This design comes from an exercise in tuning for small area on the open sky130 flow, not from production work.
In this exercise RTL edits were held to simulation tests only and were not proved equivalent to the original.
The clock port is modelled as an ideal driver; clocking choices that lean on that would not hold on a real chip.
Power and IR drop assume default switching activity.

==> flow/design.v (excerpt) <==
module secure_xfer_engine (
    input  logic        clk,
    input  logic        rst,
    input  logic        wr_valid,
    input  logic [15:0] wr_key,
    input  logic [9:0]  wr_addr,
    input  logic [31:0] wr_data,
    output logic        wr_ready,
    output logic        mem_valid,
    output logic [31:0] mem_data,
    input  logic        mem_ready,
    input  logic        rd_valid,
    input  logic [15:0] rd_key,
    input  logic [9:0]  rd_addr,
    input  logic [31:0] rd_data,
    output logic        rd_ready,
    output logic        reg_valid,
    output logic [31:0] reg_data,
    input  logic        reg_ready,
    output logic        locked,
    output logic [1:0]  key_err,
    output logic [15:0] acc_cnt,
    output logic [15:0] rej_cnt
);
Settings: LEC_CHECK=0, ABC_AREA=1, CAP_MARGIN=20, CORE_MARGIN=2, CORE_UTILIZATION=75, PLACE_DENSITY=0.85, SLEW_MARGIN=20; clock period 30.0 ns.
standard.sh (not shown) runs the stock make flow with config.mk's settings and CLKGATE_MAP_FILE= SYNTH_SCRIPT=/design/flow/synth_recipe.tcl, a recipe that flattens the netlist after the stock synthesis.
==> flow/flow/run.sh <==
#!/bin/bash
# Layout flow: the standard layout (standard.sh) with these changes:
#  - Yosys synth runs without its early "abc -fast" (SYNTH_ARGS=-noabc), so
#    the full-adder extraction sees the adder logic as written;
#  - after synthesis, the logic other than full adders, flip-flops and
#    tie cells is mapped again with an area-oriented ABC script
#    (haprep.py marks the half adders to keep, reopt.tcl maps, fixconst.py
#    handles constant pins); registers keep their cells and names;
#  - the port buffers use the smallest buffer cell;
#  - CTS adds no dummy loads, and its buffers are then downsized where the
#    clock-pin slew allows (cts_downsize.tcl).
set -euo pipefail
export SYNTH_ARGS="-noabc"
export BUFFER_PORTS_ARGS="-buffer_cell sky130_fd_sc_hd__buf_1"
export CTS_ARGS="-sink_clustering_enable -repair_clock_nets -dont_use_dummy_load"
export POST_CTS_TCL=$PWD/flow/cts_downsize.tcl

bash standard.sh synth > standard_synth.log 2>&1

RES=orfs/results/$FLOW_PLATFORM/secure_xfer_engine/base
PLAT=$FLOW_HOME/platforms/$FLOW_PLATFORM
YOSYS=${YOSYS_EXE:-$FLOW_HOME/../tools/install/yosys/bin/yosys}
cp $RES/1_2_yosys.v $RES/1_2_yosys.standard.v
export REOPT_LIB=$PLAT/lib/sky130_fd_sc_hd__tt_025C_1v80.lib
python3 flow/haprep.py $RES/1_2_yosys.standard.v $RES/1_2_yosys.haprep.v > haprep.log 2>&1
export REOPT_IN=$RES/1_2_yosys.haprep.v
export REOPT_OUT=$RES/1_2_yosys.reopt.v
export REOPT_TOP=$FLOW_TOP
export REOPT_ABC="+strash;&get,-n;&deepsyn,-T,30;&put;dch,-f;amap;mfs3,-a;mfs3,-a;topo;dnsize"
export REOPT_DONT_USE=$(awk '/DONT_USE_CELLS \+=/{f=1} f{for(i=1;i<=NF;i++) if($i ~ /^sky130/) printf "-dont_use %s ", $i} f&&!/\\$/{f=0}' $PLAT/config.mk)
"$YOSYS" -c flow/reopt.tcl > reopt.log 2>&1
python3 flow/fixconst.py $REOPT_OUT $RES/1_2_yosys.v > fixconst.log 2>&1
rm -f $RES/1_synth.odb $RES/1_synth.sdc

bash standard.sh finish > standard_finish.log 2>&1
==> flow/flow/cts_downsize.tcl <==
proc my_worst_ck_slew {} {
  set w 0
  foreach p [get_pins -hierarchical */CLK] {
    set s [get_property $p slew_max]
    if {$s > $w} { set w $s }
  }
  return $w
}
estimate_parasitics -placement
puts "cts_downsize: worst clock-pin slew before [my_worst_ck_slew]"
foreach c [get_cells clkbuf*] {
  set keep [get_property [get_lib_cells -of $c] name]
  if {![string match "*clkbuf_16" $keep]} { continue }
  foreach m {sky130_fd_sc_hd__clkbuf_8 sky130_fd_sc_hd__clkbuf_4} {
    replace_cell $c $m
    estimate_parasitics -placement
    if {[my_worst_ck_slew] > 0.105} {
      replace_cell $c $keep
      estimate_parasitics -placement
      break
    }
    set keep $m
  }
  puts "cts_downsize: [get_name $c] -> $keep"
}
puts "cts_downsize: worst clock-pin slew after [my_worst_ck_slew]"
detailed_placement
check_placement -verbose
==> flow/flow/reopt.tcl <==
# Re-map the combinational logic of the standard synthesis netlist with an
# area-oriented ABC script. Full adders, flip-flops, tie cells and the half
# adders haprep.py marked (as ha_2) are kept as they are (same instances,
# same names); every other cell is expanded to its liberty function and
# mapped again.
yosys read_liberty -ignore_miss_func $::env(REOPT_LIB)
yosys read_verilog $::env(REOPT_IN)
yosys hierarchy -top $::env(REOPT_TOP)
yosys setattr -mod -set keep_hierarchy 1 sky130_fd_sc_hd__fa_* sky130_fd_sc_hd__ha_2 sky130_fd_sc_hd__df* sky130_fd_sc_hd__edf* sky130_fd_sc_hd__conb_1
yosys flatten
yosys opt_clean -purge
yosys abc -script $::env(REOPT_ABC) -liberty $::env(REOPT_LIB) {*}$::env(REOPT_DONT_USE) -D 30000 $::env(REOPT_TOP)
yosys opt_clean -purge
yosys select $::env(REOPT_TOP)
yosys rename -hide w:*.* w:*$*
yosys opt_clean -purge
yosys write_verilog -noattr -noexpr -selected $::env(REOPT_OUT)
Other scripts of this flow, unchanged in this note and not shown: flow/flow/fixconst.py, flow/flow/haprep.py
The baseline completed with no timing, DRC or antenna violations.
Rerun with:
--- a/flow/flow/run.sh
+++ b/flow/flow/run.sh
@@ -9,4 +9,3 @@
 #  - the port buffers use the smallest buffer cell;
-#  - CTS adds no dummy loads, and its buffers are then downsized where the
-#    clock-pin slew allows (cts_downsize.tcl).
+#  - CTS adds no dummy loads.
 set -euo pipefail
@@ -15,3 +14,2 @@
 export CTS_ARGS="-sink_clustering_enable -repair_clock_nets -dont_use_dummy_load"
-export POST_CTS_TCL=$PWD/flow/cts_downsize.tcl
 
@@ -28,3 +26,3 @@
 export REOPT_TOP=$FLOW_TOP
-export REOPT_ABC="+strash;&get,-n;&deepsyn,-T,30;&put;dch,-f;amap;mfs3,-a;mfs3,-a;topo;dnsize"
+export REOPT_ABC="+strash;&get,-n;&deepsyn,-T,30;&put;dch;amap;topo;dnsize"
 export REOPT_DONT_USE=$(awk '/DONT_USE_CELLS \+=/{f=1} f{for(i=1;i<=NF;i++) if($i ~ /^sky130/) printf "-dont_use %s ", $i} f&&!/\\$/{f=0}' $PLAT/config.mk)
removed: flow/flow/cts_downsize.tcl
After rerunning: Critical path depth went up by 6; clock power went up by 27%; final cell count went up by 2.0%; die area went up by 0.42%; routed wire length went down by 4.5%.

afterwards: timing with drivers on the ports:
No port has a modelled driver above. Below, the same layouts with a new extraction and two added sets of constraints. Step 1 (the two cells are an assumption about what drives the block):
set clk [get_ports {clk}]
set_driving_cell -lib_cell sky130_fd_sc_hd__clkbuf_16 $clk
set_driving_cell -lib_cell sky130_fd_sc_hd__buf_2 [delete_from_list [all_inputs] $clk]
Step 2 moves the port delays by t, midway between the first and last clock arrival at a register: inputs arrive t later, outputs are due t later. That takes back most of the time a late clock gives input paths. a / b / c = ideal / step 1 / step 2; a / b = the first two.
run	t (ns)	setup slack, ns	worst setup path at the end	clock arrival spread, ns	pins driven straight from the clock port
the first run	0.550	6.975 / 6.930 / 7.480	register to output	0.026 / 0.026	1
the second run	0.415	6.422 / 6.373 / 6.788	register to output	0.037 / 0.036	1
After both steps setup and hold are still met in every run listed.
